This is an optimization exercise on Yosys and OpenROAD, whose aim is small area, a short achievable clock period and few clock cycles per item, not a production implementation. Where RTL was checked, it was by simulation tests only, not by an equivalence proof against the original. No functional check of the RTL was part of runs 4 and 6. Power and IR drop assume default switching activity.

[flow/config.mk]
export PLATFORM = sky130hd
export DESIGN_NAME = voltage_sag_load_limiter
export DESIGN_NICKNAME = voltage_sag_load_limiter
export VERILOG_FILES = /design/flow/design.v
export SDC_FILE = /design/flow/constraint.sdc
export NUM_CORES = 4
export LEC_CHECK = 0
export CAP_MARGIN = 20
export CORE_MARGIN = 2
export CORE_UTILIZATION = 65
export CTS_BUF_LIST = sky130_fd_sc_hd__clkbuf_8 sky130_fd_sc_hd__clkbuf_16
export CTS_CLUSTER_DIAMETER = 80
export CTS_CLUSTER_SIZE = 20
export PLACE_DENSITY = 0.8
export SLEW_MARGIN = 20
[flow/constraint.sdc]
create_clock -name core_clock -period 11.0 [get_ports {clk}]
set_input_delay 2.2000 -clock core_clock [delete_from_list [all_inputs] [get_ports {clk}]]
set_output_delay 2.2000 -clock core_clock [all_outputs]
set_load 0.01 [all_outputs]
[flow/design.v]
`default_nettype none
package vsll_pkg;
  localparam int ADC_W = 12;
  localparam int REQ_W = 7;
  localparam int MV_W = 16;
  localparam int CC_W = 8;
  localparam int CNT_W = 16;
  localparam int CFG_IDX_W = 3;
  localparam int CFG_DATA_W = 16;
  localparam int ADC_FULL_SCALE = 4095;
  localparam logic [1:0] CLASS_LOW = 2'd0;
  localparam logic [1:0] CLASS_HIGH = 2'd1;
  localparam logic [1:0] CLASS_BAND = 2'd2;
  localparam logic [CFG_IDX_W-1:0] REG_LOW_THRESHOLD = 3'd0;
  localparam logic [CFG_IDX_W-1:0] REG_HIGH_THRESHOLD = 3'd1;
  localparam logic [CFG_IDX_W-1:0] REG_LIMIT_CEILING = 3'd2;
  localparam logic [CFG_IDX_W-1:0] REG_CONFIRM_CYCLES = 3'd3;
  localparam logic [CFG_IDX_W-1:0] REG_PAUSE_DOWN_INIT = 3'd4;
  localparam logic [CFG_IDX_W-1:0] REG_PAUSE_UP_LOW = 3'd5;
  localparam logic [CFG_IDX_W-1:0] REG_PAUSE_UP_HIGH = 3'd6;
  localparam logic [CFG_IDX_W-1:0] REG_MAX_NO_NOMINAL = 3'd7;
  localparam logic [MV_W-1:0] RST_LOW_THRESHOLD = 16'd11000;
  localparam logic [MV_W-1:0] RST_HIGH_THRESHOLD = 16'd13000;
  localparam logic [REQ_W-1:0] RST_LIMIT_CEILING = 7'd10;
  localparam logic [CC_W-1:0] RST_CONFIRM_CYCLES = 8'd4;
  localparam logic [CNT_W-1:0] RST_PAUSE_DOWN_INIT = 16'd10;
  localparam logic [CNT_W-1:0] RST_PAUSE_UP_LOW = 16'd50;
  localparam logic [CNT_W-1:0] RST_PAUSE_UP_HIGH = 16'd20;
  localparam logic [CNT_W-1:0] RST_MAX_NO_NOMINAL = 16'd1000;
  typedef struct packed {
    logic [ADC_W-1:0] adc_sample;
    logic [REQ_W-1:0] required_step;
  } in_item_t;
  typedef struct packed {
    logic [MV_W-1:0]  filtered_mv;
    logic [1:0]       level_class;
    logic [REQ_W-1:0] curr_limit;
    logic             limit_moved;
    logic             no_nominal_error;
    logic [CNT_W-1:0] error_total;
  } out_item_t;
  typedef struct packed {
    logic [MV_W-1:0]  low_threshold_mv;
    logic [MV_W-1:0]  high_threshold_mv;
    logic [REQ_W-1:0] limit_ceiling;
    logic [CC_W-1:0]  confirm_cycles;
    logic [CNT_W-1:0] pause_down_init;
    logic [CNT_W-1:0] pause_up_after_low;
    logic [CNT_W-1:0] pause_up_after_high;
    logic [CNT_W-1:0] max_no_nominal;
  } cfg_t;
  typedef struct packed {
    logic [1:0]       level_class;
    logic [REQ_W-1:0] curr_limit;
    logic             limit_moved;
    logic             no_nominal_error;
    logic [CNT_W-1:0] error_total;
  } lvl_res_t;
endpackage
`default_nettype wire
`default_nettype none
import vsll_pkg::*;
module voltage_sag_load_limiter #(
  parameter int AVG_DEPTH = 16,
  parameter int VREF_MV = 3300,
  parameter int DIVIDER_RATIO = 11
) (
  input  wire logic                            clk,
  input  wire logic                            rst,
  input  wire logic                            in_valid,
  output logic                                 in_stall,
  input  wire logic [18:0]                     in_data,
  output logic                                 out_valid,
  input  wire logic                            out_stall,
  output logic [42:0]                          out_data,
  input  wire logic                            cfg_we,
  input  wire logic [vsll_pkg::CFG_IDX_W-1:0]  cfg_index,
  input  wire logic [vsll_pkg::CFG_DATA_W-1:0] cfg_data
);
  logic [15:0] cfg_low, cfg_high, cfg_pdi, cfg_pul, cfg_puh, cfg_maxnn;
  logic [6:0]  cfg_ceil;
  logic [7:0]  cfg_cc;
  always_ff @(posedge clk) begin
    if (rst) begin
      cfg_low <= RST_LOW_THRESHOLD;
      cfg_high <= RST_HIGH_THRESHOLD;
      cfg_ceil <= RST_LIMIT_CEILING;
      cfg_cc <= RST_CONFIRM_CYCLES;
      cfg_pdi <= RST_PAUSE_DOWN_INIT;
      cfg_pul <= RST_PAUSE_UP_LOW;
      cfg_puh <= RST_PAUSE_UP_HIGH;
      cfg_maxnn <= RST_MAX_NO_NOMINAL;
    end else if (cfg_we) begin
      case (cfg_index)
        3'd0: cfg_low <= cfg_data;
        3'd1: cfg_high <= cfg_data;
        3'd2: cfg_ceil <= cfg_data[6:0];
        3'd3: cfg_cc <= cfg_data[7:0];
        3'd4: cfg_pdi <= cfg_data;
        3'd5: cfg_pul <= cfg_data;
        3'd6: cfg_puh <= cfg_data;
        default: cfg_maxnn <= cfg_data;
      endcase
    end
  end
  logic [6:0]  limit, prev_req;
  logic [7:0]  low_cnt, high_cnt;
  logic [15:0] raise_pause, lower_pause, nn_count, err_total;
  logic [15:0] mv_o;
  logic [1:0]  cls_o;
  logic        moved_o, nne_o;
  logic        err;
  logic aux_v;             
  logic v0, v1, v2, vq, v3;
  logic blocked, fire, load3;
  logic stall_q;           
  assign in_stall = stall_q;
  assign blocked = out_valid && out_stall;
  assign fire = v3 && !blocked;
  assign load3 = !v3 || !blocked;
  always_ff @(posedge clk) begin
    if (rst) begin
      aux_v <= 1'b0;
      stall_q <= 1'b0;
      v0 <= 1'b0;
      vq <= 1'b0;
      v1 <= 1'b0;
      v2 <= 1'b0;
      v3 <= 1'b0;
      out_valid <= 1'b0;
    end else begin
      if (!aux_v) begin
        v0 <= in_valid;
        v1 <= v0;
        v2 <= v1;
        vq <= v2;
      end
      aux_v <= !load3 && (aux_v || vq);
      stall_q <= !load3 && (aux_v || vq);
      if (load3) v3 <= aux_v || vq;
      if (fire) out_valid <= 1'b1;
      else if (!out_stall) out_valid <= 1'b0;
    end
  end
  logic [11:0] w0;
  logic [6:0]  req0, req1, req2;
  always_ff @(posedge clk) begin
    if (!aux_v) begin
      w0 <= in_data[18:7];
      req0 <= in_data[6:0];
      req1 <= req0;
      req2 <= req1;
    end
  end
  logic [11:0] win [1:16];
  logic [4:0]  fill;
  logic [15:0] sum;
  logic        shift;
  assign shift = v0 && !aux_v;
  always_ff @(posedge clk) begin
    if (shift) begin
      win[1] <= w0;
      for (int i = 2; i <= 16; i++) win[i] <= win[i-1];
    end
  end
  always_ff @(posedge clk) begin
    if (rst) begin
      fill <= '0;
      sum <= '0;
    end else if (shift) begin
      if (!fill[4]) fill <= fill + 5'd1;
      sum <= sum + 16'(w0) - 16'(fill[4] ? win[16] : 12'd0);
    end
  end
  logic [11:0] avg;
  logic [21:0] p2;
  assign avg = sum[15:4];
  always_ff @(posedge clk) begin
    if (!aux_v) p2 <= (22'(avg) << 10) - (22'(avg) << 8) + (22'(avg) << 6) - (22'(avg) << 3)
                     + 22'(avg);
  end
  logic [11:0] ph;
  logic [11:0] pl;
  logic        pc;
  logic [11:0] qq;
  logic [6:0]  reqq;
  always_comb begin
    ph = p2[21:10];
    pl = {p2[9:0], 2'b00};
    pc = (13'(ph) + 13'(pl) + 13'd1) >= 13'd4096;
  end
  always_ff @(posedge clk) begin
    if (!aux_v) begin
      qq <= ph + 12'(pc);
      reqq <= req2;
    end
  end
  logic [15:0] mv3n;
  logic [17:0] m_s, m_c, lown, high18;
  logic [17:0] lo_s, lo_c, hi_s, hi_c, lo_d, hi_d;
  logic [15:0] mv3;
  logic        lt3, gt3;
  logic [6:0]  req3;
  logic        lt3n, gt3n;
  always_comb begin
    m_s = 18'(qq) ^ (18'(qq) << 1) ^ (18'(qq) << 3);
    m_c = ((18'(qq) & (18'(qq) << 1)) | (18'(qq) & (18'(qq) << 3))
          | ((18'(qq) << 1) & (18'(qq) << 3))) << 1;
    mv3n = 16'(m_s + m_c);
    lown = ~(18'(cfg_low));
    high18 = 18'(cfg_high);
    lo_s = m_s ^ m_c ^ lown;
    lo_c = ((m_s & m_c) | (m_s & lown) | (m_c & lown)) << 1;
    lo_d = lo_s + lo_c + 18'd1;
    lt3n = lo_d[17];
    hi_s = high18 ^ ~m_s ^ ~m_c;
    hi_c = ((high18 & ~m_s) | (high18 & ~m_c) | (~m_s & ~m_c)) << 1;
    hi_d = hi_s + hi_c + 18'd2;
    gt3n = hi_d[17];
  end
  logic [15:0] aux_mv;
  logic        aux_lt, aux_gt;
  logic [6:0]  aux_req;
  always_ff @(posedge clk) begin
    if (!aux_v) begin
      aux_mv <= mv3n;
      aux_lt <= lt3n;
      aux_gt <= gt3n;
      aux_req <= reqq;
    end
  end
  logic [6:0] req3n;
  logic [8:0] dA, dB, d3;
  logic [9:0] eA, eB, e3;
  logic       dzA, dzB, dmA, dmB, dpA, dpB;
  logic       dz3, dm3, dp3;
  logic       use_a;
  always_comb begin
    req3n = aux_v ? aux_req : reqq;
    dA = 9'(req3n) - 9'(req3);
    dB = 9'(req3n) - 9'(prev_req);
    eA = 10'(req3n) - 10'(req3) - 10'(cfg_ceil);
    eB = 10'(req3n) - 10'(prev_req) - 10'(cfg_ceil);
    dzA = (req3n == req3);
    dzB = (req3n == prev_req);
    dmA = (8'(req3n) + 8'd1 == 8'(req3));
    dmB = (8'(req3n) + 8'd1 == 8'(prev_req));
    dpA = (8'(req3n) == 8'(req3) + 8'd1);
    dpB = (8'(req3n) == 8'(prev_req) + 8'd1);
  end
  always_ff @(posedge clk) begin
    if (load3) begin
      mv3 <= aux_v ? aux_mv : mv3n;
      lt3 <= aux_v ? aux_lt : lt3n;
      gt3 <= aux_v ? aux_gt : gt3n;
      req3 <= req3n;
      if (use_a) begin
        d3 <= dA;
        e3 <= eA;
        dz3 <= dzA;
        dm3 <= dmA;
        dp3 <= dpA;
      end else begin
        d3 <= dB;
        e3 <= eB;
        dz3 <= dzB;
        dm3 <= dmB;
        dp3 <= dpB;
      end
    end
  end
  logic        c_low, c_high;
  logic [15:0] rp, lp, et_inc;
  logic [7:0]  lc_n, hc_n;
  logic [15:0] rp_n, lp_n, nn_n;
  logic        up, down, hz, lim_nz;
  logic        nn_lt, nn_ge1, max_nz, max_le1, cmp_lt, cmp_ge1, cmp_ge2;
  logic [16:0] nn_gap;
  logic [9:0]  vm, v0c, vp, w;
  logic [6:0]  lm, l0, lp7, lim_n;
  logic        mm, m0, mp, moved;
  function automatic logic [7:0] clampm(input logic [9:0] v, input logic over, input logic eq,
                                        input logic [6:0] ceil, input logic [6:0] lim,
                                        input logic nz);
    logic [6:0] r;
    logic       m;
    if (v[9]) begin
      r = 7'd0;
      m = nz;
    end else if (over) begin
      r = ceil;
      m = (lim != ceil);
    end else begin
      r = v[6:0];
      m = !eq;
    end
    clampm = {m, r};
  endfunction
  always_comb begin
    c_low = lt3;
    c_high = !lt3 && gt3;
    rp = (raise_pause != 16'd0) ? raise_pause - 16'd1 : 16'd0;
    lp = (lower_pause != 16'd0) ? lower_pause - 16'd1 : 16'd0;
    lc_n = c_low ? ((low_cnt != 8'd0) ? low_cnt - 8'd1 : 8'd0) : cfg_cc;
    hc_n = c_high ? ((high_cnt != 8'd0) ? high_cnt - 8'd1 : 8'd0) : cfg_cc;
    lim_nz = (limit != 7'd0);
    up = c_low && (low_cnt[7:1] == 7'd0) && (raise_pause[15:1] == 15'd0) && (limit < cfg_ceil);
    hz = c_high && (high_cnt[7:1] == 7'd0);
    down = hz && (lower_pause[15:1] == 15'd0) && lim_nz;
    rp_n = (up || down) ? cfg_pdi : rp;
    lp_n = up ? cfg_pul : (down ? cfg_puh : lp);
    if (hz) nn_n = 16'd0;
    else if (nn_lt) nn_n = nn_count + 16'd1;
    else nn_n = nn_count;
    err = hz ? (cfg_maxnn == 16'd0) : nn_ge1;
    max_nz = (cfg_maxnn != 16'd0);
    max_le1 = (cfg_maxnn[15:1] == 15'd0);
    nn_gap = {1'b0, cfg_maxnn} - {1'b0, nn_count};
    cmp_lt = !nn_gap[16] && (nn_gap != 17'd0);
    cmp_ge1 = nn_gap[16] || (nn_gap[15:1] == 15'd0);
    cmp_ge2 = nn_gap[16] || (nn_gap[15:2] == 14'd0 && nn_gap[1:0] != 2'd3);
    et_inc = err_total + 16'd1;
    vm = 10'(limit) + {d3[8], d3} - 10'd1;
    v0c = 10'(limit) + {d3[8], d3};
    vp = 10'(limit) + {d3[8], d3} + 10'd1;
    w = 10'(limit) + e3;
    {mm, lm} = clampm(vm, !w[9] && (w[8:1] != 8'd0), dp3, cfg_ceil, limit, lim_nz);
    {m0, l0} = clampm(v0c, !w[9] && (w != 10'd0), dz3, cfg_ceil, limit, lim_nz);
    {mp, lp7} = clampm(vp, !w[9], dm3, cfg_ceil, limit, lim_nz);
    use_a = v3 && !err;
    lim_n = up ? lp7 : (down ? lm : l0);
    moved = up ? mp : (down ? mm : m0);
  end
  always_ff @(posedge clk) begin
    if (rst) begin
      limit <= 7'd0;
      prev_req <= RST_LIMIT_CEILING;
      low_cnt <= RST_CONFIRM_CYCLES;
      high_cnt <= RST_CONFIRM_CYCLES;
      raise_pause <= '0;
      lower_pause <= '0;
      nn_count <= '0;
      err_total <= '0;
    end else if (fire) begin
      limit <= lim_n;
      low_cnt <= lc_n;
      high_cnt <= hc_n;
      raise_pause <= rp_n;
      lower_pause <= lp_n;
      nn_count <= nn_n;
      if (err) err_total <= et_inc;
      else prev_req <= req3;
    end
  end
  always_ff @(posedge clk) begin
    if (fire) begin
      if (hz) begin
        nn_lt <= max_nz;
        nn_ge1 <= max_le1;
      end else if (nn_lt) begin
        nn_lt <= !nn_ge1;
        nn_ge1 <= cmp_ge2;
      end else begin
        nn_lt <= 1'b0;
        nn_ge1 <= 1'b1;
      end
    end else begin
      nn_lt <= cmp_lt;
      nn_ge1 <= cmp_ge1;
    end
  end
  always_ff @(posedge clk) begin
    if (fire) begin
      mv_o <= mv3;
      cls_o <= c_low ? CLASS_LOW : (c_high ? CLASS_HIGH : CLASS_BAND);
      moved_o <= moved;
      nne_o <= err;
    end
  end
  assign out_data = {mv_o, cls_o, limit, moved_o, nne_o, err_total};
endmodule
`default_nettype wire
[flow/flow/run.sh]
#!/bin/bash
# Standard layout, with two changes to how it is made (the clock period and every constraint
# stay as given): every port still gets a buffer, but a plain buf_2 instead of the default
# delay cell, and the timing repair aims at a tighter setup target than the clock period.
set -euo pipefail
bash standard.sh SETUP_SLACK_MARGIN=7 'BUFFER_PORTS_ARGS=-buffer_cell sky130_fd_sc_hd__buf_2' finish > standard_flow.log 2>&1
[flow/standard.sh]
#!/bin/bash
# synth_recipe.tcl (not shown) runs the flow's synth.tcl, then flattens the netlist and writes it again
# the make line also repeats each setting of config.mk as NAME=value (left out here)
make -C /OpenROAD-flow-scripts/flow DESIGN_CONFIG=/design/flow/config.mk WORK_HOME=/design/flow/orfs CLKGATE_MAP_FILE= SYNTH_SCRIPT=/design/flow/synth_recipe.tcl "${@:-finish}"
==> impl_metrics.ini, run 1 <==
[status]
outcome = timing/DRC/antenna clean

[job]
cap_violations = 0

[sta]
fin_crit_ns = 3.89
tightest_slew_ns = 1.08
timing.setup.tns_ns = 0
hold_viol_final = 0
finClkSkew_ns = 0.0193
fmax_ghz = 0.257
rsz0062_at_grt = false
relSlewSlack = 0.282
finalSetupViolCount = 0
fin_crit_sh = 0.354
maxSlewViolCount = 0

[cts]
clkLatencyLatePin_ns = 0.58
cts_buffers = 38
holdBufCountCts = 0
clkTransAtPathRegs_ns = 0.09
clk_path_buf_depth = 3
root_buffer = clkbuf_16
cts_tree = done
cts_num_sinks = 591
htreeDepth = 2

[floorplanning]
initial_utilization = 0.660
io_pins = 88
die_area_sq_um = 47900
die_x_um = 219
die_height_um = 219
placementRows = 78
core_sq_um = 45500

[final_layout]
nFillCells = 3294
drive_gt1_frac = 0.0792
syn2layout_area_growth_pct = 8.25
nets = 3302
regMostFlops = win
final_cells = 3609
top_regs = win x192, p2 x22
largest_register_ffs = 192

[drt]
firstDrtPassIters = 5
drt_iter0_drc = 2115
routed_wirelength_um = 67600
detail-route-antenna-nets = 0
drt-vias-per-instance = 5.97
drc = 0
avgRoutedWirePerCell_um = 18.7
dr_total_vias = 21550

[grt]
grt_pass1_wl_um = 108000
grt_overflow = 0
antenna_found_initial = 2
grt_use_total = 0.283
grt_max_degree = 151
grt_pass1_vias = 21107

[min_path]
hold_end = req2[1]
holdCritStartpoint = req1[1]
hold_path_depth = 0
hold_path.class = flop to flop

[worst_setup_path]
rr_worst_depth = 14
cpMaxStageDelayCell = fa_1
rr_startpoint = sum[5]
worstSetupStartpointType = flop
slowest_delay_ns = 0.54
cp.arrival_ns = 4.22
path_common_cell = fa_1
cp.required_ns = 11.33
regToRegEndpoint = p2[21]
worstSetupPathType = flop to flop
r2r_slack_ns = 7.11
crit_buf_inv = 2
cp-end-kind = flop
crit_fanout = 5
crit_chain = buf_4 -> fa_1 -> inv_1 -> fa_1 -> ha_1 -> ha_2 -> or3_4 -> o211ai_1 -> a21boi_1 -> nor3_1 -> o31ai_1 -> a21oi_1 -> o21ai_1 -> xnor2_1
crit_family = adder cells

[yosys]
synth_compound_area_frac = 0.115
ys_ff_latch = 591
synthTopCellsByArea = edfxtp_1, dfxtp_1, ha_1
syn-num-nets = 3239
synth_top_cell_by_area = edfxtp_1
seq_area_frac_synth = 0.504
yosysTopAreaCellShare = 0.331
async_flop_share = 0
syn_area_sq_um = 30000
synth_ff_type = edfxtp_1
syn_area_per_cell_sq_um = 10.3
yosys.area_share.simple = 0.146
synth-edff-count = 331
synth-xor-area-share = 0.0393
synth_fa_ha_area_frac = 0.137
yosysUniqueCellTypes = 79
synthTopCellsByCount = nand2_1, edfxtp_1, dfxtp_1
yosysMostFrequentCell = nand2_1
syn_inst = 2913
synthMuxAreaShare = 0.0155
ys_warn_count = 2
synth_top_family_by_area = simple AND/OR/NAND/NOR gates

[power_and_ir_drop]
p_per_area_nw_per_um2 = 240
power.leakage_uw = 0.0130
ir_drop_mv = 0.312

[placed_design]
post-place-cells = 3520
gp_congestion = 0.943
numPortBuffers = 87
hpwl_um = 46500
repair_timing:
item                                    4_1_cts  5_1_grt
buffers inserted                              1       12
cloned                                        0        2
pin swaps                                     1       13
endpoints found under the setup margin       76       37
resized for setup                            16       30
worst max-delay path by stage:
stage | startpoint | endpoint | slack, ns | cells after the start
finish | sum[5] | p2[21] | 7.11 | 14
global placement | out_stall | err_total[13] | 6.35 | 10
global route | sum[4] | p2[20] | 6.99 | 14
detailed placement | out_stall | err_total[15] | 6.28 | 10
CTS | sum[7] | p2[21] | 7.01 | 14
floorplan | out_stall | d3[0] | 7.03 | 1
area by class of cell:
cell class                 instances  area (sq um)  area share
timing repair buffer             118           716      0.0220
timing repair inverter             1          8.76    0.000269
clock inverter                    30           189     0.00581
tap                              600           751      0.0231
multi-input combinational       1988         13700       0.423
sequential                       591         15200       0.467
antenna                            3          7.51    0.000231
inverter                         238           935      0.0288
clock buffer                      40           990      0.0304
layer usage:
metal | up-vias | part of all wire | track usage
met5 | - | 0.00013 | 0
met4 | 2 | 0.034 | 0.0991
met3 | 149 | 0.051 | 0.0335
met2 | 686 | 0.49 | 0.490
met1 | 10396 | 0.42 | 0.369
li1 | 10317 | - | -
cell families (layout without fill, tap and decap cells):
logic type,Yosys count,in the layout
AND/OR/NAND/NOR,961,961
flip-flops,591,591
AO/OA/AOI/OAI,565,565
buffers and inverters,334,427
adder cells (fa/ha/maj),283,283
XOR/XNOR,134,134
multiplexers,45,45
other,0,3
worst register-to-register path, stage by stage, from the launching register on:
cell	delay, ns
dfxtp_4	0.37
buf_4	0.14
fa_1	0.54
inv_1	0.07
fa_1	0.47
ha_1	0.32
ha_2	0.22
or3_4	0.38
o211ai_1	0.24
a21boi_1	0.12
nor3_1	0.21
o31ai_1	0.11
a21oi_1	0.22
o21ai_1	0.10
xnor2_1	0.13
report_power, final:
group          leakage [uW]  switching [uW]  internal (uW)
Sequential          0.00536             156           2720
Clock              0.000651             751            671
Combinational       0.00700            1970           1540
layout by cell type (no fill, tap or decap), types with 34 or more instances in the layout:
cell type and instances:
dfxtp_1 253, edfxtp_1 331, a211oi_1 38, nand2_1 368, nand3_1 60, ha_1 204, clkbuf_16 40, nor2_1 256
xnor2_1 83, o21ai_0 108, fa_1 75, a21oi_1 241, mux2i_1 34, nor3_1 52, inv_1 249, a21o_1 34
buf_2 86, xor2_1 50
metrics by stage:
| stage | hold WS [ns] | total power (uW) | setup slack, ns | utilization | cell area [sq um] |
|---|---|---|---|---|---|
| floorplan | 0.400 | 5430 | 7.03 | - | 30000 |
| global placement | 0.401 | 6090 | 6.35 | 0.682 | 31000 |
| CTS | 0.420 | 7740 | 7.01 | 0.709 | 32300 |
| global route | 0.423 | 8420 | 6.99 | 0.715 | 32500 |
| detailed placement | 0.405 | 6270 | 6.28 | 0.682 | 31000 |
| finish | 0.416 | 7800 | 7.11 | 0.715 | 32500 |
Testbench counts, summed over its fixed seeds: cycles 8,192, items 8,000.
==> run 2: changes to the inputs <==
--- a/flow/config.mk
+++ b/flow/config.mk
@@ -7,9 +7,9 @@
 export LEC_CHECK = 0
 export CAP_MARGIN = 20
 export CORE_MARGIN = 2
-export CORE_UTILIZATION = 65
+export CORE_UTILIZATION = 55
 export CTS_BUF_LIST = sky130_fd_sc_hd__clkbuf_8 sky130_fd_sc_hd__clkbuf_16
 export CTS_CLUSTER_DIAMETER = 80
 export CTS_CLUSTER_SIZE = 20
-export PLACE_DENSITY = 0.8
+export PLACE_DENSITY = 0.7
 export SLEW_MARGIN = 20
==> impl_metrics.ini, run 2 <==
[sta]
finalSetupViolCount = 0
hold_ws_ns = 0.410
relSlewSlack = 0.319
fmax_ghz = 0.258
timing.setup.tns_ns = 0
fin_crit_ns = 3.87
maxSlewViolCount = 0
fin_crit_sh = 0.352
rsz0062_at_grt = true
hold_viol_final = 0
finClkSkew_ns = 0.0250
tightest_slew_ns = 1.02

[yosys]
yosysMostFrequentCell = nand2_1
ys_ff_latch = 591
async_flop_share = 0
synth_ff_type = edfxtp_1
syn_area_sq_um = 30000
synthTopCellsByCount = nand2_1, edfxtp_1, dfxtp_1
ys_warn_count = 2
yosysUniqueCellTypes = 79
seq_area_frac_synth = 0.504
synthTopCellsByArea = edfxtp_1, dfxtp_1, ha_1
yosysTopAreaCellShare = 0.331
syn-num-nets = 3239
synth_top_cell_by_area = edfxtp_1
syn_area_per_cell_sq_um = 10.3
syn_inst = 2913
synth-edff-count = 331

[drt]
detail-route-antenna-nets = 0
drc = 0
routed_wirelength_um = 65600
firstDrtPassIters = 5
dr_total_vias = 21061
drt-vias-per-instance = 5.70
drt_iter0_drc = 1742
avgRoutedWirePerCell_um = 17.8

[worst_setup_path]
r2r_slack_ns = 7.14
slowest_delay_ns = 0.44
crit_fanout = 41
cp.arrival_ns = 1.67
cp-end-kind = output port
worstSetupPathType = flop to output port
cp.required_ns = 8.80
crit_chain = buf_4 -> buf_2
worstSetupStartpointType = flop
cpMaxStageDelayCell = dfxtp_2

[grt]
grt_pass1_wl_um = 107000
antenna_found_initial = 0
grt_max_degree = 135
grt_pass1_vias = 20687
grt_overflow = 0
grt_use_total = 0.234

[placed_design]
gp_congestion = 0.898
place_area_sq_um = 31100
numPortBuffers = 87
hpwl_um = 46200

[cts]
cts_buffers = 37
clk_path_buf_depth = 3
cts_num_sinks = 591
root_buffer = clkbuf_16
clkLatencyLatePin_ns = 0.58
holdBufCountCts = 0
cts_tree = done
htreeDepth = 2
clkTransAtPathRegs_ns = 0.08

[final_layout]
top_regs = win x192, p2 x22
final_core_util = 0.603
nets = 3295
largest_register_ffs = 192
final_cell_area_sq_um = 32500
num_antenna_cells = 0
syn2layout_area_growth_pct = 8.20
layout_commonest_cell = nand2_1
drive_gt1_frac = 0.0764
regMostFlops = win
final_cell_mix = nand2_1, edfxtp_1, nor2_1, dfxtp_1, inv_1

[power_and_ir_drop]
p_per_area_nw_per_um2 = 237
combPwrFrac = 0.448
power.switching_uw = 2800
power_uw = 7690
ir_drop_mv = 0.233
power_switching_share = 0.364
clockPowerShare = 0.179
power.leakage_uw = 0.0130
p_seq_frac = 0.373
intPower_uw = 4890

[job]
cap_violations = 0

[floorplanning]
die_height_um = 238
core_sq_um = 53900
io_pins = 88
die_x_um = 238
die_area_sq_um = 56500
placementRows = 85
initial_utilization = 0.557

[status]
outcome = timing/DRC/antenna clean

[min_path]
hold_path.class = flop to flop
-- run 2: cell counts after synthesis --
Identical to the previous run, type by type.
-- run 2: repair_timing --
item                                    CTS  global route
setup buffers                             1             6
resized for setup                        10            37
gates cloned                              0             1
pin swaps                                 1            11
endpoints found under the setup margin   12            49
-- run 2: layer usage --
layer,vias up,GRT usage,part of all wire
met2,485,0.410,0.49
met4,0,0.0774,0.028
met5,-,0,0
met3,109,0.0226,0.036
li1,10283,-,-
met1,10184,0.307,0.45
-- run 2: worst max-delay path, delay by kind of cell (launching register included) --
family,cells,cell delay [ns]
buffers and inverters,2,0.65
flip-flops,1,0.44
-- run 2: cells by family after synthesis --
logic type / synth area share
and+or+nand+nor: 0.146
DFF: 0.504
AOI/OAI and AO/OA: 0.115
buffers and inverters: 0.0424
adders and majority gates: 0.137
xor gates and xnor gates: 0.0393
muxes: 0.0155
-- run 2: final cells by class --
cell class / instances / area (sq um)
Sequential cell: 591 / 15200
Multi-Input combinational cell: 1988 / 13800
Clock inverter: 29 / 178
Clock buffer: 37 / 926
Tap cell: 696 / 871
Inverter: 238 / 916
Fill cell: 4438 / 21400
Timing Repair Buffer: 113 / 687
-- run 2: worst paths after layout --
kind | from | to | cells past startpoint
worst max-delay path | stall_q | in_stall | 2
worst min-delay path | mv3[7] | mv_o[7] | 0
worst max register to register | sum[12] | p2[20] | 15
worst min register to register | mv3[7] | mv_o[7] | 0
-- run 2: through the flow --
stage | cells | setup slack [ns]
floorplan | 2913 | 7.03
global placement | 3618 | 6.45
detailed placement | 3618 | 6.40
CTS | 3685 | 7.01
global route | 3692 | 6.91
finish | 3692 | 7.13
-- run 2: power groups by stage --
| stage | Sequential, uW | Combinational (uW) | Clock, uW |
|---|---|---|---|
| finish | 2870 | 3440 | 1380 |
| CTS | 2870 | 3370 | 1420 |
| global route | 2900 | 3990 | 1490 |
| global placement | 2920 | 3170 | 0 |
| detailed placement | 2920 | 3300 | 0 |
| floorplan | 2860 | 2580 | 0 |
==> run 3: changes to the inputs <==
--- a/flow/config.mk
+++ b/flow/config.mk
@@ -9,7 +9,7 @@
 export CORE_MARGIN = 2
 export CORE_UTILIZATION = 55
 export CTS_BUF_LIST = sky130_fd_sc_hd__clkbuf_8 sky130_fd_sc_hd__clkbuf_16
-export CTS_CLUSTER_DIAMETER = 80
-export CTS_CLUSTER_SIZE = 20
+export CTS_CLUSTER_DIAMETER = 90
+export CTS_CLUSTER_SIZE = 26
 export PLACE_DENSITY = 0.7
 export SLEW_MARGIN = 20
==> impl_metrics.ini, run 3 <==
[placed_design]
hpwl_um = 46200
numPortBuffers = 87
post-place-cells = 3618
gp_congestion = 0.898

[floorplanning]
initial_utilization = 0.557
die_x_um = 238
core_sq_um = 53900
placementRows = 85
io_pins = 88
die_area_sq_um = 56500
die_height_um = 238

[worst_setup_path]
crit_fanout = 41
crit_chain = buf_4 -> buf_2
rr_worst_depth = 16
worstSetupPathType = flop to output port
cp.required_ns = 8.80
regToRegEndpoint = p2[20]
cp-end-kind = output port
cp.arrival_ns = 1.70
cpMaxStageDelayCell = dfxtp_2
rr_startpoint = sum[5]
worstSetupStartpointType = flop
r2r_slack_ns = 7.13
slowest_delay_ns = 0.45

[sta]
rsz0062_at_grt = true
fin_crit_ns = 3.90
finalSetupViolCount = 0
fmax_ghz = 0.257
finClkSkew_ns = 0.0460
maxSlewViolCount = 0
relSlewSlack = 0.320
tightest_slew_ns = 1.02
timing.setup.tns_ns = 0
hold_ws_ns = 0.418
fin_crit_sh = 0.354
hold_viol_final = 0

[final_layout]
syn2layout_area_growth_pct = 7.33
final_cell_mix = nand2_1, edfxtp_1, nor2_1, dfxtp_1, inv_1
nets = 3290
final_cells = 3683
drive_gt1_frac = 0.0750
layout_commonest_cell = nand2_1
regMostFlops = win
largest_register_ffs = 192
final_core_util = 0.598
nFillCells = 4457
top_regs = win x192, p2 x22

[yosys]
yosysUniqueCellTypes = 79
syn_area_per_cell_sq_um = 10.3
async_flop_share = 0
seq_area_frac_synth = 0.504
syn-num-nets = 3239
yosysTopAreaCellShare = 0.331
synth-edff-count = 331
syn_inst = 2913
ys_warn_count = 2
synthTopCellsByArea = edfxtp_1, dfxtp_1, ha_1
ys_ff_latch = 591
syn_area_sq_um = 30000
synthTopCellsByCount = nand2_1, edfxtp_1, dfxtp_1
yosysMostFrequentCell = nand2_1
synth_ff_type = edfxtp_1
synth_top_cell_by_area = edfxtp_1

[power_and_ir_drop]
p_per_area_nw_per_um2 = 233
power.leakage_uw = 0.0128
ir_drop_mv = 0.234

[grt]
grt_overflow = 0
antenna_found_initial = 1
grt_use_total = 0.231
grt_max_degree = 135
grt_pass1_vias = 20596
grt_pass1_wl_um = 106000

[cts]
cts_buffers = 27
clkTransAtPathRegs_ns = 0.10
clkLatencyLatePin_ns = 0.63
clk_path_buf_depth = 3
htreeDepth = 1
root_buffer = clkbuf_16
cts_tree = done
cts_num_sinks = 591

[status]
outcome = timing/DRC/antenna clean

[job]
cap_violations = 0

[drt]
routed_wirelength_um = 65100
firstDrtPassIters = 5
detail-route-antenna-nets = 0
dr_total_vias = 20975
avgRoutedWirePerCell_um = 17.7
drc = 0
drt_iter0_drc = 1558
drt-vias-per-instance = 5.70

[min_path]
hold_path_depth = 0
hold_path.class = flop to flop
holdCritStartpoint = win[13][3]
hold_end = win[14][3]
-- run 3: cell types whose count changed in the layout (fill, tap and decap cells not counted), sizes merged --
| cell | previous run | this run |
|---|---|---|
| diode | 0 | 2 |
| clkinvlp | 2 | 3 |
| buf | 112 | 117 |
| clkbuf | 38 | 30 |
| clkinv | 5 | 2 |
| inv | 260 | 254 |
-- run 3: critical path: cells and delay by family (launching register included) --
kind / cells / cell delay [ns]
buffers and inverters: 2 / 0.65
flip-flops: 1 / 0.45
-- run 3: final cells by class --
cell class              instances  area (sq um)  area share
inverters                     238           917      0.0285
clock buffers                  29           703      0.0218
diodes                          2          5.00    0.000155
multi-input cells            1988         13700       0.427
repair buffers                118           708      0.0220
well taps                     696           871      0.0270
flip-flops and latches        591         15200       0.470
clock inverters                21           115     0.00357
-- run 3: logic make-up after synthesis --
logic type,Yosys count,share of synthesized area
AO/OA/AOI/OAI,565,0.115
XOR/XNOR,134,0.0393
adder cells (fa/ha/maj),283,0.137
buffers and inverters,334,0.0424
flip-flops,591,0.504
multiplexers,45,0.0155
AND/OR/NAND/NOR,961,0.146
-- run 3: repair_timing --
action                                  4_1_cts  5_1_grt
pin swaps                                     1       16
hold buffers                                  0        0
endpoints found under the setup margin       13       45
cloned                                        0        1
gates resized for setup                      12       33
buffers inserted                              1       11
endpoints found under the hold margin         0        0
-- run 3: routing by layer --
layer | global-route usage | vias to the layer above | wire (um)
met3 | 0.0193 | 115 | 2620
met1 | 0.303 | 10107 | 28800
met4 | 0.0734 | 0 | 2020
met2 | 0.406 | 487 | 31700
met5 | 0 | - | 0
li1 | - | 10266 | -
-- run 3: through the flow --
stage | total power [uW] | worst slack [ns] | cell area, sq um
final | 7510 | 7.10 | 32200
after global routing | 8160 | 6.97 | 32200
after CTS | 7450 | 7.00 | 32000
after detailed placement | 6230 | 6.40 | 31100
after global placement | 6080 | 6.45 | 31100
after floorplan | 5430 | 7.03 | 30000
-- run 3: power breakdown --
| part | internal [uW] | leakage, uW | switching (uW) |
|---|---|---|---|
| Sequential | 2720 | 0.00536 | 153 |
| Clock | 475 | 0.000462 | 685 |
| Combinational | 1550 | 0.00700 | 1920 |
| Total | 4750 | 0.0128 | 2760 |
-- run 3: how the worst max path moves through the flow --
stage | from | endpoint | slack [ns] | cells after the start
final | stall_q | in_stall | 7.10 | 2
after global routing | sum[5] | p2[21] | 6.97 | 16
after CTS | sum[4] | p2[21] | 7.00 | 14
after detailed placement | out_stall | limit[1] | 6.40 | 8
after global placement | out_stall | nn_count[0] | 6.45 | 9
after floorplan | out_stall | d3[0] | 7.03 | 1
==> run 4: changes to the inputs <==
--- a/flow/design.v
+++ b/flow/design.v
@@ -195,10 +195,9 @@
       reqq <= req2;
     end
   end
-  logic [15:0] mv3n;
   logic [17:0] m_s, m_c, lown, high18;
   logic [17:0] lo_s, lo_c, hi_s, hi_c, lo_d, hi_d;
-  logic [15:0] mv3;
+  logic [11:0] q4;
   logic        lt3, gt3;
   logic [6:0]  req3;
   logic        lt3n, gt3n;
@@ -206,7 +205,6 @@
     m_s = 18'(qq) ^ (18'(qq) << 1) ^ (18'(qq) << 3);
     m_c = ((18'(qq) & (18'(qq) << 1)) | (18'(qq) & (18'(qq) << 3))
           | ((18'(qq) << 1) & (18'(qq) << 3))) << 1;
-    mv3n = 16'(m_s + m_c);
     lown = ~(18'(cfg_low));
     high18 = 18'(cfg_high);
     lo_s = m_s ^ m_c ^ lown;
@@ -218,12 +216,12 @@
     hi_d = hi_s + hi_c + 18'd2;
     gt3n = hi_d[17];
   end
-  logic [15:0] aux_mv;
+  logic [11:0] aux_q;
   logic        aux_lt, aux_gt;
   logic [6:0]  aux_req;
   always_ff @(posedge clk) begin
     if (!aux_v) begin
-      aux_mv <= mv3n;
+      aux_q <= qq;
       aux_lt <= lt3n;
       aux_gt <= gt3n;
       aux_req <= reqq;
@@ -250,7 +248,7 @@
   end
   always_ff @(posedge clk) begin
     if (load3) begin
-      mv3 <= aux_v ? aux_mv : mv3n;
+      q4 <= aux_v ? aux_q : qq;
       lt3 <= aux_v ? aux_lt : lt3n;
       gt3 <= aux_v ? aux_gt : gt3n;
       req3 <= req3n;
@@ -371,7 +369,7 @@
   end
   always_ff @(posedge clk) begin
     if (fire) begin
-      mv_o <= mv3;
+      mv_o <= (16'(q4) << 3) + (16'(q4) << 1) + 16'(q4);
       cls_o <= c_low ? CLASS_LOW : (c_high ? CLASS_HIGH : CLASS_BAND);
       moved_o <= moved;
       nne_o <= err;
--- a/flow/config.mk
+++ b/flow/config.mk
@@ -9,7 +9,7 @@
 export CORE_MARGIN = 2
 export CORE_UTILIZATION = 55
 export CTS_BUF_LIST = sky130_fd_sc_hd__clkbuf_8 sky130_fd_sc_hd__clkbuf_16
-export CTS_CLUSTER_DIAMETER = 90
-export CTS_CLUSTER_SIZE = 26
+export CTS_CLUSTER_DIAMETER = 80
+export CTS_CLUSTER_SIZE = 20
 export PLACE_DENSITY = 0.7
 export SLEW_MARGIN = 20
==> impl_metrics.ini, run 4 <==
[sta]
finalSetupViolCount = 0
timing.setup.tns_ns = 0
fin_ws_ns = 7.02
relSlewSlack = 0.270
hold_viol_final = 0
tightest_slew_ns = 1.09
fin_crit_sh = 0.362
fin_crit_ns = 3.98
maxSlewViolCount = 0
fmax_ghz = 0.251
finClkSkew_ns = 0.0203
rsz0062_at_grt = true

[worst_setup_path]
cpMaxStageDelayCell = fa_1
slowest_delay_ns = 0.53
crit_fanout = 3
crit_buf_inv = 2
crit_chain = buf_4 -> fa_1 -> inv_1 -> fa_1 -> ha_1 -> ha_2 -> nor2_1 -> nor2_1 -> o41a_1 -> a41oi_2 -> a211oi_2 -> a41o_1 -> or4_4 -> o311ai_4 -> xnor2_1
crit_family = adder cells
cp.required_ns = 11.33
worstSetupPathType = flop to flop
cp-end-kind = flop
cp.arrival_ns = 4.31
worstSetupStartpointType = flop

[placed_design]
gp_congestion = 0.866
pre_cts_ws_ns = 6.06
numPortBuffers = 87
hpwl_um = 45000

[final_layout]
top_regs = win x192, p2 x22
syn2layout_area_growth_pct = 9.08
final_cell_mix = nand2_1, edfxtp_1, inv_1, dfxtp_1, a21oi_1
layout_commonest_cell = nand2_1
largest_register_ffs = 192
nFillCells = 4363
regMostFlops = win
drive_gt1_frac = 0.0891
nets = 3269

[drt]
routed_wirelength_um = 64900
drt_iter0_drc = 1204
drc = 0
dr_total_vias = 20957
detail-route-antenna-nets = 0
avgRoutedWirePerCell_um = 17.7
firstDrtPassIters = 5
drt-vias-per-instance = 5.72

[yosys]
async_flop_share = 0
ys_ff_latch = 583
ys_warn_count = 2
yosysTopAreaCellShare = 0.328
syn_area_per_cell_sq_um = 10.4
synth-edff-count = 327
synthTopCellsByCount = nand2_1, edfxtp_1, dfxtp_1
seq_area_frac_synth = 0.499
syn_area_sq_um = 29900
synth_ff_type = edfxtp_1
syn_inst = 2876
syn-num-nets = 3213
yosysUniqueCellTypes = 78
yosysMostFrequentCell = nand2_1
synthTopCellsByArea = edfxtp_1, dfxtp_1, ha_1
synth_top_cell_by_area = edfxtp_1

[cts]
cts_tree = done
cts_num_sinks = 583
root_buffer = clkbuf_16
clkTransAtPathRegs_ns = 0.08
clk_path_buf_depth = 3
htreeDepth = 2
clkLatencyLatePin_ns = 0.59
cts_buffers = 38

[grt]
grt_pass1_wl_um = 105000
grt_overflow = 0
grt_use_total = 0.229
antenna_found_initial = 4
grt_max_degree = 130
grt_pass1_vias = 20631

[power_and_ir_drop]
ir_drop_mv = 0.176
p_per_area_nw_per_um2 = 241
power_uw = 7850
power.leakage_uw = 0.0129

[floorplanning]
initial_utilization = 0.556
die_height_um = 237
io_pins = 88
core_sq_um = 53800
placementRows = 85
die_x_um = 237
die_area_sq_um = 56300

[status]
outcome = timing/DRC/antenna clean

[job]
cap_violations = 0

[min_path]
hold_path.class = flop to flop
## run 4: final timing paths
check / cells after the start / slack [ns] / end / startpoint
max reg2reg: 15 / 7.02 / p2[20] / sum[5]
max: 15 / 7.02 / p2[20] / sum[5]
min reg2reg: 0 / 0.40 / win[7][4] / win[6][4]
min: 0 / 0.40 / win[7][4] / win[6][4]
## run 4: worst register-to-register path, cell delays in order (launching register included)
cell	delay, ns
dfxtp_4	0.36
buf_4	0.13
fa_1	0.53
inv_1	0.05
fa_1	0.46
ha_1	0.33
ha_2	0.32
nor2_1	0.13
nor2_1	0.07
o41a_1	0.16
a41oi_2	0.21
a211oi_2	0.12
a41o_1	0.21
or4_4	0.44
o311ai_4	0.09
xnor2_1	0.11
## run 4: routing by layer
metal,GRT usage,vias to the layer above,routed length [um]
met3,0.0344,138,3220
li1,-,10207,-
met4,0.0854,2,2360
met5,0,-,7
met1,0.300,10102,28200
met2,0.387,508,31200
## run 4: logic make-up (layout without fill, tap and decap cells)
group | after synthesis | in the layout | synth area share
buffers and inverters | 351 | 437 | 0.0450
flip-flops | 583 | 583 | 0.499
AND/OR/NAND/NOR | 900 | 900 | 0.138
multiplexers | 36 | 36 | 0.0125
AO/OA/AOI/OAI | 569 | 569 | 0.119
adder cells (fa/ha/maj) | 294 | 294 | 0.144
XOR/XNOR | 143 | 143 | 0.0421
other | 0 | 3 | 0
## run 4: timing repair
item,CTS,global route
setup endpoints to repair,28,34
buffers inserted,7,4
pin swaps,4,22
hold buffers,0,0
gates resized for setup,36,40
## run 4: through the flow
step | cells | cell area [sq um] | utilization | hold slack (ns)
after detailed placement | 3577 | 31000 | 0.577 | 0.405
after floorplan | 2876 | 30000 | - | 0.400
final | 3661 | 32700 | 0.607 | 0.405
after CTS | 3654 | 32400 | 0.603 | 0.402
after global routing | 3658 | 32600 | 0.607 | 0.397
after global placement | 3577 | 31000 | 0.576 | 0.402
## run 4: where the power goes
| part | internal (uW) | switching (uW) | leakage (uW) | total, uW |
|---|---|---|---|---|
| Sequential | 2650 | 182 | 0.00529 | 2840 |
| Clock | 709 | 756 | 0.000668 | 1470 |
| Combinational | 1650 | 1900 | 0.00694 | 3550 |
## run 4: final cells by class
class                   instances  area (sq um)  area share
diodes                          3          7.51    0.000230
repair buffers                114           684      0.0210
inverters                     253           967      0.0296
well taps                     696           871      0.0267
flip-flops and latches        583         15000       0.458
clock buffers                  41          1010      0.0311
clock inverters                29           210     0.00644
multi-input cells            1942         13900       0.427
==> run 5: changes to the inputs <==
--- a/flow/design.v
+++ b/flow/design.v
@@ -195,9 +195,10 @@
       reqq <= req2;
     end
   end
+  logic [15:0] mv3n;
   logic [17:0] m_s, m_c, lown, high18;
   logic [17:0] lo_s, lo_c, hi_s, hi_c, lo_d, hi_d;
-  logic [11:0] q4;
+  logic [15:0] mv3;
   logic        lt3, gt3;
   logic [6:0]  req3;
   logic        lt3n, gt3n;
@@ -205,6 +206,7 @@
     m_s = 18'(qq) ^ (18'(qq) << 1) ^ (18'(qq) << 3);
     m_c = ((18'(qq) & (18'(qq) << 1)) | (18'(qq) & (18'(qq) << 3))
           | ((18'(qq) << 1) & (18'(qq) << 3))) << 1;
+    mv3n = 16'(m_s + m_c);
     lown = ~(18'(cfg_low));
     high18 = 18'(cfg_high);
     lo_s = m_s ^ m_c ^ lown;
@@ -216,12 +218,12 @@
     hi_d = hi_s + hi_c + 18'd2;
     gt3n = hi_d[17];
   end
-  logic [11:0] aux_q;
+  logic [15:0] aux_mv;
   logic        aux_lt, aux_gt;
   logic [6:0]  aux_req;
   always_ff @(posedge clk) begin
     if (!aux_v) begin
-      aux_q <= qq;
+      aux_mv <= mv3n;
       aux_lt <= lt3n;
       aux_gt <= gt3n;
       aux_req <= reqq;
@@ -248,7 +250,7 @@
   end
   always_ff @(posedge clk) begin
     if (load3) begin
-      q4 <= aux_v ? aux_q : qq;
+      mv3 <= aux_v ? aux_mv : mv3n;
       lt3 <= aux_v ? aux_lt : lt3n;
       gt3 <= aux_v ? aux_gt : gt3n;
       req3 <= req3n;
@@ -369,7 +371,7 @@
   end
   always_ff @(posedge clk) begin
     if (fire) begin
-      mv_o <= (16'(q4) << 3) + (16'(q4) << 1) + 16'(q4);
+      mv_o <= mv3;
       cls_o <= c_low ? CLASS_LOW : (c_high ? CLASS_HIGH : CLASS_BAND);
       moved_o <= moved;
       nne_o <= err;
==> flow/flow/run.sh (replaced) <==
#!/bin/bash
# Standard layout, with two changes to how it is made (the clock period and every constraint
# stay as given): every port still gets a buffer, but a plain buf_2 instead of the default
# delay cell, and the timing repair aims at a tighter setup target than the clock period.
set -euo pipefail
bash standard.sh SETUP_SLACK_MARGIN=7.2 'BUFFER_PORTS_ARGS=-buffer_cell sky130_fd_sc_hd__buf_2' finish > standard_flow.log 2>&1
==> impl_metrics.ini, run 5 <==
[sta]
hold_viol_final = 0
fin_crit_sh = 0.347
relSlewSlack = 0.249
timing.setup.tns_ns = 0
maxSlewViolCount = 0
rsz0062_at_grt = true
fmax_ghz = 0.262
tightest_slew_ns = 1.13
finClkSkew_ns = 0.0221
fin_crit_ns = 3.82
finalSetupViolCount = 0

[grt]
grt_pass1_vias = 20988
grt_use_total = 0.238
antenna_found_initial = 1
grt_overflow = 0
grt_pass1_wl_um = 108000
grt_max_degree = 145

[yosys]
async_flop_share = 0
synthTopCellsByCount = nand2_1, edfxtp_1, dfxtp_1
syn_inst = 2913
ys_ff_latch = 591
synth-edff-count = 331
yosysUniqueCellTypes = 79
ys_warn_count = 2
seq_area_frac_synth = 0.504
yosysTopAreaCellShare = 0.331
yosysMostFrequentCell = nand2_1
synthTopCellsByArea = edfxtp_1, dfxtp_1, ha_1
syn_area_per_cell_sq_um = 10.3
syn-num-nets = 3239
syn_area_sq_um = 30000
synth_ff_type = edfxtp_1
synth_top_cell_by_area = edfxtp_1

[drt]
avgRoutedWirePerCell_um = 18.1
firstDrtPassIters = 7
dr_total_vias = 21329
drt-vias-per-instance = 5.75
detail-route-antenna-nets = 0
drt_iter0_drc = 1516
routed_wirelength_um = 67100
drc = 0

[floorplanning]
die_height_um = 238
placementRows = 85
die_x_um = 238
core_sq_um = 53900
die_area_sq_um = 56500
initial_utilization = 0.557
io_pins = 88

[worst_setup_path]
worstSetupPathType = flop to flop
slowest_delay_ns = 0.52
crit_chain = inv_4 -> fa_1 -> inv_1 -> fa_1 -> inv_1 -> fa_1 -> inv_2 -> ha_4 -> buf_6 -> nand2_2 -> o21a_1 -> a311oi_2 -> o21ai_2 -> a21oi_2 -> o221ai_2 -> xnor2_1
crit_fanout = 4
cpMaxStageDelayCell = fa_1
crit_buf_inv = 5
path_common_cell = fa_1
cp-end-kind = flop
cp.arrival_ns = 4.15
cp.required_ns = 11.34
crit_family = adder cells
worstSetupStartpointType = flop

[status]
outcome = timing/DRC/antenna clean

[final_layout]
nets = 3309
regMostFlops = win
final_cell_mix = nand2_1, edfxtp_1, nor2_1, dfxtp_1, inv_1
top_regs = win x192, p2 x22
final_core_util = 0.611
drive_gt1_frac = 0.0939
syn2layout_area_growth_pct = 9.70
final_cell_area_sq_um = 32900
layout_commonest_cell = nand2_1
largest_register_ffs = 192

[placed_design]
numPortBuffers = 87
hpwl_um = 46600
place_area_sq_um = 31100
gp_congestion = 0.895

[power_and_ir_drop]
p_seq_frac = 0.354
intPower_uw = 5130
combPwrFrac = 0.457
power.switching_uw = 2940
ir_drop_mv = 0.254
power_switching_share = 0.364
p_per_area_nw_per_um2 = 245
power.leakage_uw = 0.0131
power_uw = 8070
clockPowerShare = 0.189

[cts]
clkLatencyLatePin_ns = 0.59
cts_tree = done
clk_path_buf_depth = 3
clkTransAtPathRegs_ns = 0.09
htreeDepth = 2
cts_buffers = 39
root_buffer = clkbuf_16
cts_num_sinks = 591

[job]
cap_violations = 0

[min_path]
hold_path.class = flop to flop
## run 5: changes by cell type in the layout (fill, tap and decap cells not counted), moves of 17 or more
cell	before	now
inv_1	259	242
nor2_1	196	254
nor3_1	73	49
o211ai_1	38	10
o21ai_0	81	107
xnor2_1	99	82
## run 5: cells by family (layout without fill, tap and decap cells)
group,count (synthesis),count (layout),synth area share
AOI/OAI and AO/OA,565,565,0.115
xor gates and xnor gates,134,134,0.0393
adders and majority gates,283,283,0.137
buffers and inverters,334,435,0.0424
DFF,591,591,0.504
muxes,45,45,0.0155
other,0,2,0
and+or+nand+nor,961,961,0.146
## run 5: cell type report
type | instances | area [sq um]
clock inverters | 31 | 270
clock buffers | 41 | 1010
flip-flops and latches | 591 | 15200
well taps | 696 | 871
inverters | 238 | 930
diodes | 2 | 5.00
fillers | 4300 | 21000
multi-input cells | 1988 | 13900
repair buffers | 125 | 774
## run 5: final timing paths
path          endpoint      start  cells past startpoint  slack [ns]
min reg2reg  win[7][8]  win[6][8]                      0        0.41
max             p2[20]     sum[5]                     16        7.18
max reg2reg     p2[20]     sum[5]                     16        7.18
min          win[7][8]  win[6][8]                      0        0.41
## run 5: metal layers
| layer | GRT usage | vias to the layer above | wire (um) |
|---|---|---|---|
| met5 | 0 | - | 0 |
| met4 | 0.0848 | 0 | 2260 |
| met3 | 0.0253 | 143 | 3120 |
| met2 | 0.411 | 507 | 32700 |
| met1 | 0.313 | 10350 | 29000 |
| li1 | - | 10329 | - |
## run 5: power by group through the flow
stage | Combinational (uW) | Sequential, uW | Clock, uW
after floorplan | 2580 | 2860 | 0
after global placement | 3230 | 2910 | 0
after detailed placement | 3350 | 2920 | 0
after CTS | 3520 | 2860 | 1570
after global routing | 4190 | 2880 | 1650
final | 3690 | 2860 | 1530
## run 5: timing repair
action                     4_1_cts  5_1_grt
setup buffers                    7       15
setup endpoints to repair       34       34
resized for setup               31       48
gates cloned                     0        1
hold buffers                     0        0
pin swaps                       13       14
## run 5: per-stage QoR
step / setup slack (ns) / cells / hold slack, ns
floorplan: 7.21 / 2913 / 0.400
global placement: 6.46 / 3615 / 0.401
detailed placement: 6.44 / 3615 / 0.405
CTS: 7.08 / 3694 / 0.416
global route: 7.02 / 3710 / 0.423
finish: 7.18 / 3712 / 0.407
Testbench counts of run 5, summed over its fixed seeds: cycles 8,192, items 8,000.
==> run 6: changes to the inputs <==
--- a/flow/design.v
+++ b/flow/design.v
@@ -232,7 +232,6 @@
   logic [6:0] req3n;
   logic [8:0] dA, dB, d3;
   logic [9:0] eA, eB, e3;
-  logic       dzA, dzB, dmA, dmB, dpA, dpB;
   logic       dz3, dm3, dp3;
   logic       use_a;
   always_comb begin
@@ -241,12 +240,6 @@
     dB = 9'(req3n) - 9'(prev_req);
     eA = 10'(req3n) - 10'(req3) - 10'(cfg_ceil);
     eB = 10'(req3n) - 10'(prev_req) - 10'(cfg_ceil);
-    dzA = (req3n == req3);
-    dzB = (req3n == prev_req);
-    dmA = (8'(req3n) + 8'd1 == 8'(req3));
-    dmB = (8'(req3n) + 8'd1 == 8'(prev_req));
-    dpA = (8'(req3n) == 8'(req3) + 8'd1);
-    dpB = (8'(req3n) == 8'(prev_req) + 8'd1);
   end
   always_ff @(posedge clk) begin
     if (load3) begin
@@ -257,15 +250,9 @@
       if (use_a) begin
         d3 <= dA;
         e3 <= eA;
-        dz3 <= dzA;
-        dm3 <= dmA;
-        dp3 <= dpA;
       end else begin
         d3 <= dB;
         e3 <= eB;
-        dz3 <= dzB;
-        dm3 <= dmB;
-        dp3 <= dpB;
       end
     end
   end
@@ -323,6 +310,9 @@
     vm = 10'(limit) + {d3[8], d3} - 10'd1;
     v0c = 10'(limit) + {d3[8], d3};
     vp = 10'(limit) + {d3[8], d3} + 10'd1;
+    dz3 = (d3 == 9'd0);
+    dm3 = (d3 == 9'h1ff);
+    dp3 = (d3 == 9'd1);
     w = 10'(limit) + e3;
     {mm, lm} = clampm(vm, !w[9] && (w[8:1] != 8'd0), dp3, cfg_ceil, limit, lim_nz);
     {m0, l0} = clampm(v0c, !w[9] && (w != 10'd0), dz3, cfg_ceil, limit, lim_nz);
==> flow/flow/run.sh (replaced) <==
#!/bin/bash
# Standard layout, with two changes to how it is made (the clock period and every constraint
# stay as given): every port still gets a buffer, but a plain buf_2 instead of the default
# delay cell, and the timing repair aims at a tighter setup target than the clock period.
set -euo pipefail
bash standard.sh SETUP_SLACK_MARGIN=7 'BUFFER_PORTS_ARGS=-buffer_cell sky130_fd_sc_hd__buf_2' finish > standard_flow.log 2>&1
==> impl_metrics.ini, run 6 <==
[final_layout]
nets = 3187
drive_gt1_frac = 0.108
syn2layout_area_growth_pct = 10.3
layout_commonest_cell = nand2_1
largest_register_ffs = 192
final_cell_mix = nand2_1, edfxtp_1, dfxtp_1, inv_1, a21oi_1
regMostFlops = win
top_regs = win x192, p2 x22

[grt]
grt_max_degree = 115
grt_pass1_wl_um = 108000
grt_use_total = 0.241
grt_overflow = 0
antenna_found_initial = 12
grt_pass1_vias = 20629

[sta]
hold_viol_final = 0
fmax_ghz = 0.247
fin_crit_sh = 0.367
finalSetupViolCount = 0
rsz0062_at_grt = true
timing.setup.tns_ns = 0
maxSlewViolCount = 0
fin_crit_ns = 4.04
relSlewSlack = 0.263
finClkSkew_ns = 0.0242
tightest_slew_ns = 1.10

[power_and_ir_drop]
power_uw = 8020
power_switching_share = 0.370
p_per_area_nw_per_um2 = 248
power.leakage_uw = 0.0125
ir_drop_mv = 0.331
p_seq_frac = 0.357
clockPowerShare = 0.182
combPwrFrac = 0.461
intPower_uw = 5050
power.switching_uw = 2970

[yosys]
syn_area_per_cell_sq_um = 10.5
synth-edff-count = 328
synthTopCellsByArea = edfxtp_1, dfxtp_1, ha_1
yosysTopAreaCellShare = 0.336
synth_top_cell_by_area = edfxtp_1
syn_area_sq_um = 29300
syn_inst = 2790
synthTopCellsByCount = nand2_1, edfxtp_1, dfxtp_1
synth_ff_type = edfxtp_1
syn-num-nets = 3107
async_flop_share = 0
seq_area_frac_synth = 0.514
ys_ff_latch = 588
ys_warn_count = 2
yosysUniqueCellTypes = 85
yosysMostFrequentCell = nand2_1

[worst_setup_path]
cp-end-kind = flop
crit_fanout = 3
worstSetupPathType = flop to flop
worstSetupStartpointType = flop
cp.required_ns = 11.33
cp.arrival_ns = 4.38

[cts]
clk_path_buf_depth = 3
cts_num_sinks = 588
htreeDepth = 2
clkTransAtPathRegs_ns = 0.09
clkLatencyLatePin_ns = 0.59
root_buffer = clkbuf_16
cts_buffers = 38
holdBufCountCts = 0
cts_tree = done

[floorplanning]
initial_utilization = 0.556
io_pins = 88
core_sq_um = 52700
die_x_um = 235
die_height_um = 235
placementRows = 84
die_area_sq_um = 55100

[drt]
wl_met3_um = 3960
detail-route-antenna-nets = 0
dr_total_vias = 20952
firstDrtPassIters = 6
routed_wirelength_um = 67700
avgRoutedWirePerCell_um = 18.9
wirelength_met1_um = 28900
met2WireLength_um = 32500
drt-vias-per-instance = 5.83
maxUsedRoutingLayer = met5
drc = 0
drt_iter0_drc = 1857

[min_path]
hold_path.class = flop to flop

[job]
cap_violations = 0

[placed_design]
hpwl_um = 46800
numPortBuffers = 87
gp_congestion = 0.877

[status]
outcome = timing/DRC/antenna clean
## run 6: cell types whose count changed in the layout (fill, tap and decap cells not counted), moves of 12 or more
cell / before / now
a211o_1: 16 / 0
ha_1: 202 / 187
inv_1: 242 / 228
nand2_1: 366 / 347
nand3_1: 60 / 84
nand3b_1: 24 / 8
nor2_1: 254 / 201
nor3_1: 49 / 65
xnor2_1: 82 / 70
## run 6: final timing paths
path | from | to | slack [ns] | cells past startpoint
max | cfg_maxnn[15] | e3[7] | 6.96 | 18
min | mv3[4] | mv_o[4] | 0.41 | 0
max reg2reg | cfg_maxnn[15] | e3[7] | 6.96 | 18
min reg2reg | mv3[4] | mv_o[4] | 0.41 | 0
## run 6: critical path, cell delays in order (launching register included)
cell and delay, ns:
dfxtp_1 0.36, nor4_1 0.27, nand4_1 0.17, or3_4 0.43, and3_4 0.20, mux2_4 0.31, inv_2 0.08, ha_4 0.19
nor2b_4 0.12, o21ai_1 0.13, nand2b_1 0.11, and2_4 0.18, o21ai_2 0.16, nand2b_1 0.12, xor2_2 0.29, ha_4 0.26
a21o_1 0.19, a21oi_2 0.15, xnor2_1 0.09
## run 6: stage by stage
stage | hold WS, ns | setup slack, ns | utilization | instances | area [sq um]
global route | 0.421 | 6.80 | 0.613 | 3588 | 32300
floorplan | 0.400 | 7.00 | - | 2790 | 29300
global placement | 0.400 | 6.31 | 0.577 | 3489 | 30400
CTS | 0.414 | 6.92 | 0.603 | 3567 | 31700
detailed placement | 0.405 | 6.19 | 0.577 | 3489 | 30400
finish | 0.412 | 6.96 | 0.614 | 3592 | 32300
## run 6: power by group through the flow
| stage | clock network [uW] | logic [uW] | registers (uW) |
|---|---|---|---|
| after floorplan | 0 | 2550 | 2850 |
| after global placement | 0 | 3130 | 2910 |
| after detailed placement | 0 | 3320 | 2920 |
| after CTS | 1490 | 3430 | 2870 |
| after global routing | 1560 | 4220 | 2890 |
| final | 1460 | 3690 | 2860 |
## run 6: cells by family after synthesis
| logic type | Yosys count | share of synthesized area |
|---|---|---|
| adders and majority gates | 274 | 0.136 |
| AOI/OAI and AO/OA | 553 | 0.117 |
| and+or+nand+nor | 907 | 0.143 |
| buffers and inverters | 313 | 0.0412 |
| DFF | 588 | 0.514 |
| muxes | 43 | 0.0155 |
| xor gates and xnor gates | 112 | 0.0335 |
## run 6: area by class of cell
class | instances | area [sq um]
antenna | 4 | 10.0
fill | 4262 | 20300
sequential | 588 | 15100
tap | 688 | 861
timing repair buffer | 131 | 816
clock buffer | 40 | 1000
clock inverter | 30 | 205
inverter | 222 | 862
multi-input combinational | 1889 | 13500
## run 6: routing by layer
layer	GRT usage	up-vias
met2	0.410	596
met1	0.314	10184
met4	0.0819	14
li1	-	10000
met5	0	-
met3	0.0392	158
## run 6: repair_timing
| item | 4_1_cts | 5_1_grt |
|---|---|---|
| setup buffers | 8 | 20 |
| resized for setup | 26 | 73 |
| setup endpoints to repair | 19 | 23 |
| pin swaps | 3 | 38 |
==> run 7: changes to the inputs <==
--- a/flow/design.v
+++ b/flow/design.v
@@ -114,6 +114,7 @@
   logic v0, v1, v2, vq, v3;
   logic blocked, fire, load3;
   logic stall_q;           
+  logic aux_v2;            
   assign in_stall = stall_q;
   assign blocked = out_valid && out_stall;
   assign fire = v3 && !blocked;
@@ -122,6 +123,7 @@
     if (rst) begin
       aux_v <= 1'b0;
       stall_q <= 1'b0;
+      aux_v2 <= 1'b0;
       v0 <= 1'b0;
       vq <= 1'b0;
       v1 <= 1'b0;
@@ -137,6 +139,7 @@
       end
       aux_v <= !load3 && (aux_v || vq);
       stall_q <= !load3 && (aux_v || vq);
+      aux_v2 <= !load3 && (aux_v2 || vq);
       if (load3) v3 <= aux_v || vq;
       if (fire) out_valid <= 1'b1;
       else if (!out_stall) out_valid <= 1'b0;
@@ -235,7 +238,7 @@
   logic       dz3, dm3, dp3;
   logic       use_a;
   always_comb begin
-    req3n = aux_v ? aux_req : reqq;
+    req3n = aux_v2 ? aux_req : reqq;
     dA = 9'(req3n) - 9'(req3);
     dB = 9'(req3n) - 9'(prev_req);
     eA = 10'(req3n) - 10'(req3) - 10'(cfg_ceil);
==> impl_metrics.ini, run 7 <==
[yosys]
synth_compound_area_frac = 0.113
synth-xor-area-share = 0.0348
ys_ff_latch = 589
yosysMostFrequentCell = nand2_1
ys_warn_count = 2
synth_fa_ha_area_frac = 0.136
yosysTopAreaCellShare = 0.344
async_flop_share = 0
yosysUniqueCellTypes = 84
synth_top_family_by_area = simple AND/OR/NAND/NOR gates
syn_inst = 2768
yosys.area_share.simple = 0.138
synthMuxAreaShare = 0.0167
synth_top_cell_by_area = edfxtp_1

[worst_setup_path]
regToRegEndpoint = e3[7]
r2r_slack_ns = 7.03
crit_chain = or4_4 -> o31ai_4 -> nand2_1 -> nand2_2 -> nand2_4 -> mux2_4 -> ha_4 -> fa_2 -> o21ai_1 -> a21oi_1 -> xnor2_1 -> ha_1 -> inv_1 -> nor2_1 -> o21ai_1 -> nand2b_1 -> a21oi_2 -> xnor2_1
rr_startpoint = high_cnt[2]
rr_worst_depth = 18
worstSetupStartpointType = flop
cp.arrival_ns = 4.29
endpoint = e3[7]
crit_cells = 18
cp-end-kind = flop
crit_buf_inv = 1
cp-startpoint = high_cnt[2]
crit_family = simple AND/OR/NAND/NOR gates

[final_layout]
final_cells = 3546
syn2layout_area_growth_pct = 8.64
drive_gt1_frac = 0.0932
final_cell_mix = nand2_1, edfxtp_1, dfxtp_1, inv_1, a21oi_1
layout_commonest_cell = nand2_1
nets = 3147
nFillCells = 4276

[cts]
clkTransAtPathRegs_ns = 0.09
clkLatencyLatePin_ns = 0.58
cts_buffers = 36
cts_num_sinks = 589
clk_path_buf_depth = 3
root_buffer = clkbuf_16
holdBufCountCts = 0
cts_tree = done

[drt]
drc = 0
routed_wirelength_um = 64800
drt_iter0_drc = 1513
drt-vias-per-instance = 5.74
avgRoutedWirePerCell_um = 18.3

[floorplanning]
die_x_um = 235
initial_utilization = 0.556
die_height_um = 235
core_sq_um = 52600
io_pins = 88
die_area_sq_um = 55000
placementRows = 84

[sta]
relSlewSlack = 0.310
fin_ws_ns = 7.03
rsz0062_at_grt = true
fmax_ghz = 0.252
hold_ws_ns = 0.413
tightest_slew_ns = 1.03
fin_crit_sh = 0.361

[placed_design]
post-place-cells = 3465
pre_cts_ws_ns = 6.34
numPortBuffers = 87

[min_path]
hold_path.class = flop to flop

[grt]
grt_pass1_vias = 19946
grt_pass1_wl_um = 103000
grt_overflow = 0

[power_and_ir_drop]
ir_drop_mv = 0.234

[status]
outcome = timing/DRC/antenna clean

[job]
cap_violations = 0
[run 7: cell count changes in the layout (fill, tap and decap cells not counted), sizes merged, moves of 5 or more]
| cell | previous run | this run |
|---|---|---|
| nand2 | 349 | 384 |
| buf | 131 | 117 |
| nand3 | 86 | 73 |
| nor3 | 68 | 55 |
| nor2 | 205 | 193 |
| a21oi | 229 | 218 |
| or3 | 22 | 12 |
| edfxtp | 328 | 335 |
| dfxtp | 260 | 254 |
| nor2b | 25 | 20 |
[run 7: worst min-delay path by stage]
| stage | from | endpoint | slack (ns) | depth (start not counted) |
|---|---|---|---|---|
| after floorplan | mv3[0] | mv_o[0] | 0.40 | 0 |
| after global placement | req0[6] | req1[6] | 0.40 | 0 |
| after detailed placement | req0[6] | req1[6] | 0.40 | 0 |
| after CTS | win[9][4] | win[10][4] | 0.42 | 0 |
| after global routing | win[9][4] | win[10][4] | 0.42 | 0 |
| final | win[14][1] | win[15][1] | 0.41 | 0 |
[run 7: layout make-up]
type / count / area [sq um] / share of cell area
multi-input cells: 1858 / 13100 / 0.412
inverters: 228 / 877 / 0.0276
well taps: 688 / 861 / 0.0271
diodes: 3 / 7.51 / 0.000236
clock buffers: 38 / 940 / 0.0296
clock inverters: 25 / 124 / 0.00390
flip-flops and latches: 589 / 15200 / 0.478
repair buffers: 117 / 674 / 0.0212
[run 7: power by group]
part | internal, uW | total, uW | leakage, uW | switching (uW)
Clock | 626 | 1350 | 0.000589 | 719
Combinational | 1550 | 3520 | 0.00655 | 1970
Sequential | 2720 | 2880 | 0.00535 | 159
Total | 4890 | 7740 | 0.0125 | 2850
[run 7: through the flow]
step,instance area (sq um),utilization
after CTS,31500,0.599
after global placement,30300,0.576
final,31700,0.604
after floorplan,29200,-
after global routing,31700,0.604
after detailed placement,30300,0.576
[run 7: cell families after synthesis]
| kind of cell | after synthesis |
|---|---|
| AOI/OAI and AO/OA | 535 |
| xor gates and xnor gates | 116 |
| adders and majority gates | 274 |
| buffers and inverters | 321 |
| DFF | 589 |
| muxes | 47 |
| and+or+nand+nor | 886 |
[run 7: worst reg2reg max path, stage by stage, from the launching register on]
cell	delay (ns)
dfxtp_4	0.36
or4_4	0.57
o31ai_4	0.28
nand2_1	0.11
nand2_2	0.14
nand2_4	0.08
mux2_4	0.33
ha_4	0.16
fa_2	0.35
o21ai_1	0.13
a21oi_1	0.10
xnor2_1	0.23
ha_1	0.29
inv_1	0.09
nor2_1	0.06
o21ai_1	0.11
nand2b_1	0.08
a21oi_2	0.16
xnor2_1	0.08
[run 7: per-layer routing]
| metal | vias up | GRT usage | part of all wire |
|---|---|---|---|
| met5 | - | 0 | 0.00037 |
| met4 | 4 | 0.0969 | 0.040 |
| met3 | 147 | 0.0346 | 0.050 |
| met2 | 522 | 0.395 | 0.47 |
| met1 | 9816 | 0.310 | 0.44 |
| li1 | 9861 | - | - |
[run 7: what timing repair did]
item                                    in CTS  in global routing
buffers inserted                             7                  8
endpoints found under the setup margin      12                 29
pin swaps                                    7                 22
resized for setup                           28                 48
Testbench counts of run 7, summed over its fixed seeds: cycles 8,192, items 8,000.

Setup slack of run 7, layout unchanged: 7.032 ns with ideal ports, 7.032 ns with driving cells assumed (clock clkbuf_16, inputs buf_2), 6.604 ns with port delays also shifted by the 0.625 ns mid clock arrival.
